Source: an optimization exercise on an open RTL-to-GDS flow (aim: small area, a short achievable clock period and few clock cycles). Production flows keep margins and buffers that such runs may drop.
Power and IR drop assume default switching activity.

Design protobuf_read_reply_decoder_top, start of the top module:
module protobuf_read_reply_decoder_top (
	input  wire logic                   clk,
	input  wire logic                   arst_n,
	input  wire logic                   bytes_valid,
	output logic                        bytes_ready,
	input  wire logic [rrd_pkg::DATA_W-1:0]      bytes_data_byte,
	input  wire logic                   bytes_end_of_message,
	output logic                        results_valid,
	input  wire logic                   results_ready,
	output logic [rrd_pkg::STATUS_W-1:0]         results_status_code,
	output logic [rrd_pkg::WORD_W-1:0]           results_throttle_ms,
	output logic                        results_value_present,
	output logic [rrd_pkg::LENGTH_W-1:0]         results_value_length,
	output logic [rrd_pkg::DATA_W-1:0]           results_value_byte,
	output logic [rrd_pkg::INDEX_W-1:0]          results_byte_index,
	output logic                        results_value_too_long,
	output logic                        results_stopped_early,
	output logic                        results_last_result
);
For scale: roughly 750 flip-flops, ~72 I/O pins, ~30,000 um2 of cells after synthesis.
==> module rrd_emit, before the edit <==
module rrd_emit (
	input  wire logic        clk,
	input  wire logic        arst_n,
	input  wire logic        wr_en,
	input  wire logic [5:0]  wr_addr,
	input  wire logic [7:0]  wr_data,
	output logic             p_busy,
	output logic             p_thr_busy,
	output logic             out_idle,
	input  wire logic        thr_backup,
	input  wire logic        p_load,
	input  wire logic [1:0]  p_status,
	input  wire logic        p_thr_seen,
	input  wire logic        p_thr_kept,
	input  wire logic        p_present,
	input  wire logic [5:0]  p_len,
	input  wire logic        p_long,
	input  wire logic        p_stop,
	input  wire logic [6:0]  p_base,
	input  wire logic [31:0] thr,
	output logic             old_v,
	output logic [6:0]       old_ptr,
	output logic             tx_valid,
	input  wire logic        tx_ready,
	output logic [1:0]       tx_status_code,
	output logic [31:0]      tx_throttle_ms,
	output logic             tx_value_present,
	output logic [5:0]       tx_value_length,
	output logic [7:0]       tx_value_byte,
	output logic [4:0]       tx_byte_index,
	output logic             tx_value_too_long,
	output logic             tx_stopped_early,
	output logic             tx_last_result
);
	logic [7:0] mem [64];
	always_ff @(posedge clk) begin
		if (wr_en) mem[wr_addr] <= wr_data;
	end
	logic       q_v, q_go;
	logic [1:0] q_st;
	logic       q_ts, q_tk, q_pr, q_lg, q_sp;
	logic [5:0] q_len;
	logic [6:0] q_base;
	logic       cv, cnew, czero;
	logic [4:0] ck, cend;
	logic [6:0] rptr;
	logic       r_v, r_last, r_first;
	logic [7:0] r_byte;
	logic [4:0] r_idx;
	logic       o_v, o_last, o_pr, o_lg, o_sp;
	logic [7:0] o_byte;
	logic [4:0] o_idx;
	logic [1:0] o_st;
	logic [31:0] o_thr;
	logic [5:0] o_len;
	wire mv_o  = r_v && (!o_v || tx_ready);
	wire mv_r  = cv && (!r_v || mv_o);
	wire clast = (ck == cend);
	wire cload = q_v && !q_go && (!cv || (mv_r && clast));
	wire q_out = mv_o && r_first;
	assign p_busy     = q_v;
	assign p_thr_busy = q_v && q_ts && !q_tk;
	assign out_idle   = !o_v && !r_v && !cv && !q_v;
	assign old_v      = cv || q_v;
	assign old_ptr    = cv ? rptr : q_base;
	always_ff @(posedge clk or negedge arst_n) begin
		if (!arst_n) begin
			q_v <= 1'b0;
			q_go <= 1'b0;
			cv  <= 1'b0;
			r_v <= 1'b0;
			o_v <= 1'b0;
		end else begin
			if (p_load) q_v <= 1'b1;
			else if (q_out) q_v <= 1'b0;
			if (p_load) q_go <= 1'b0;
			else if (cload) q_go <= 1'b1;
			if (cload) cv <= 1'b1;
			else if (mv_r && clast) cv <= 1'b0;
			if (mv_r) r_v <= 1'b1;
			else if (mv_o) r_v <= 1'b0;
			if (mv_o) o_v <= 1'b1;
			else if (tx_ready) o_v <= 1'b0;
		end
	end
	always_ff @(posedge clk) begin
		if (p_load) begin
			q_st   <= p_status;
			q_ts   <= p_thr_seen;
			q_tk   <= p_thr_kept;
			q_pr   <= p_present;
			q_len  <= p_len;
			q_lg   <= p_long;
			q_sp   <= p_stop;
			q_base <= p_base;
		end
		if (cload) begin
			cnew  <= 1'b1;
			czero <= (q_len == 6'd0);
			ck    <= 5'd0;
			cend  <= (q_len == 6'd0) ? 5'd0 : 5'(q_len - 6'd1);
			rptr  <= q_base;
		end else if (mv_r) begin
			cnew <= 1'b0;
			ck   <= ck + 5'd1;
			rptr <= rptr + 7'd1;
		end
		if (mv_r) begin
			r_byte  <= czero ? 8'd0 : mem[rptr[5:0]];
			r_idx   <= ck;
			r_last  <= clast;
			r_first <= cnew;
		end
		if ((q_out && !q_tk) || thr_backup) begin
			o_thr <= thr & {32{q_ts || thr_backup}};
		end
		if (mv_o) begin
			o_byte <= r_byte;
			o_idx  <= r_idx;
			o_last <= r_last;
			if (r_first) begin
				o_st  <= q_st;
				o_pr  <= q_pr;
				o_len <= q_len;
				o_lg  <= q_lg;
				o_sp  <= q_sp;
			end
		end
	end
	assign tx_valid          = o_v;
	assign tx_status_code    = o_st;
	assign tx_throttle_ms    = o_thr;
	assign tx_value_present  = o_pr;
	assign tx_value_length   = o_len;
	assign tx_value_byte     = o_byte;
	assign tx_byte_index     = o_idx;
	assign tx_value_too_long = o_lg;
	assign tx_stopped_early  = o_sp;
	assign tx_last_result    = o_last;
endmodule
export LEC_CHECK = 0
export CAP_MARGIN = 20
export CORE_MARGIN = 2
export CORE_UTILIZATION = 40
export SETUP_SLACK_MARGIN = 4.0
export SLEW_MARGIN = 20
create_clock -name core_clock -period 6.5 [get_ports {clk}]
standard.sh (not shown) runs the stock make flow with config.mk's settings and CLKGATE_MAP_FILE= SYNTH_SCRIPT=/design/flow/synth_recipe.tcl, a recipe that flattens the netlist after the stock synthesis.
==> flow/flow/run.sh <==
#!/bin/bash
set -euo pipefail
export CTS_ARGS="-sink_clustering_enable -repair_clock_nets -dont_use_dummy_load -sink_clustering_size 20 -sink_clustering_max_diameter 200"
bash standard.sh > standard_flow.log 2>&1
Then changed:
--- a/flow/design.v
+++ b/flow/design.v
@@ -387,5 +387,6 @@
 	assign p_busy     = q_v;
 	assign p_thr_busy = q_v && q_ts && !q_tk;
-	assign out_idle   = !o_v && !r_v && !cv && !q_v;
+	logic idle_q;
+	assign out_idle   = idle_q;
 	assign old_v      = cv || q_v;
 	assign old_ptr    = cv ? rptr : q_base;
@@ -393,4 +394,7 @@
 		if (!arst_n) begin
 			q_v <= 1'b0;
+			idle_q <= 1'b1;
+			rptr <= 7'd0;
+			o_byte <= 8'd0;
 			q_go <= 1'b0;
 			cv  <= 1'b0;
@@ -398,4 +402,8 @@
 			o_v <= 1'b0;
 		end else begin
+			if (cload) rptr <= q_base;
+			else if (mv_r) rptr <= rptr + 7'd1;
+			if (mv_o) o_byte <= r_byte;
+			idle_q <= !o_v && !r_v && !cv && !q_v;
 			if (p_load) q_v <= 1'b1;
 			else if (q_out) q_v <= 1'b0;
@@ -426,9 +434,7 @@
 			ck    <= 5'd0;
 			cend  <= (q_len == 6'd0) ? 5'd0 : 5'(q_len - 6'd1);
-			rptr  <= q_base;
 		end else if (mv_r) begin
 			cnew <= 1'b0;
 			ck   <= ck + 5'd1;
-			rptr <= rptr + 7'd1;
 		end
 		if (mv_r) begin
@@ -442,5 +448,4 @@
 		end
 		if (mv_o) begin
-			o_byte <= r_byte;
 			o_idx  <= r_idx;
 			o_last <= r_last;
Design area rose by 5.0%.
Clock power hardly moves.
Global-route usage rose by 0.15 points.
First-iteration DRC count rose by 5.3%.
Synthesized cell count rose by 4.0%.
Via count rose by 6.2%.
Count of clock-buffer cells in the layout is unchanged.
Area after synthesis rose by 0.85%.
Total power rose by 11%.
Critical path depth rose by 2.
Sequential cell count rose by 1.
Core utilization rose by 1.6 points.
No functional check of the RTL was part of any run of this note.

==> afterwards: timing with drivers on the ports <==
How much do the figures lean on ideal ports? The routed layouts below were timed once more, with nothing changed but the port constraints. Step 1 assumes that a clkbuf_16 drives the clock port and a buf_2 every other input. Step 2, shift: input delay + t, output delay - t, t = (earliest + latest rising clock arrival at the registers) / 2. This alone moves slack from input paths to output paths. Slacks: ideal / step 1 / step 2; pairs: ideal / step 1.
run | t, ns | setup slack, ns | worst register clock-pin slew, ns | worst slew at a driven data input, ns
the first run | 0.644 | 3.930 / 3.888 / 3.532 | 0.09 / 0.09 | 0.04
the second run | 0.631 | 3.979 / 3.965 / 3.469 | 0.09 / 0.09 | 0.04
After both steps setup and hold are still met in every run listed. For the second run, which loses most, drivers alone change the setup slack by -0.014 ns; drivers and shift together by -0.510 ns.
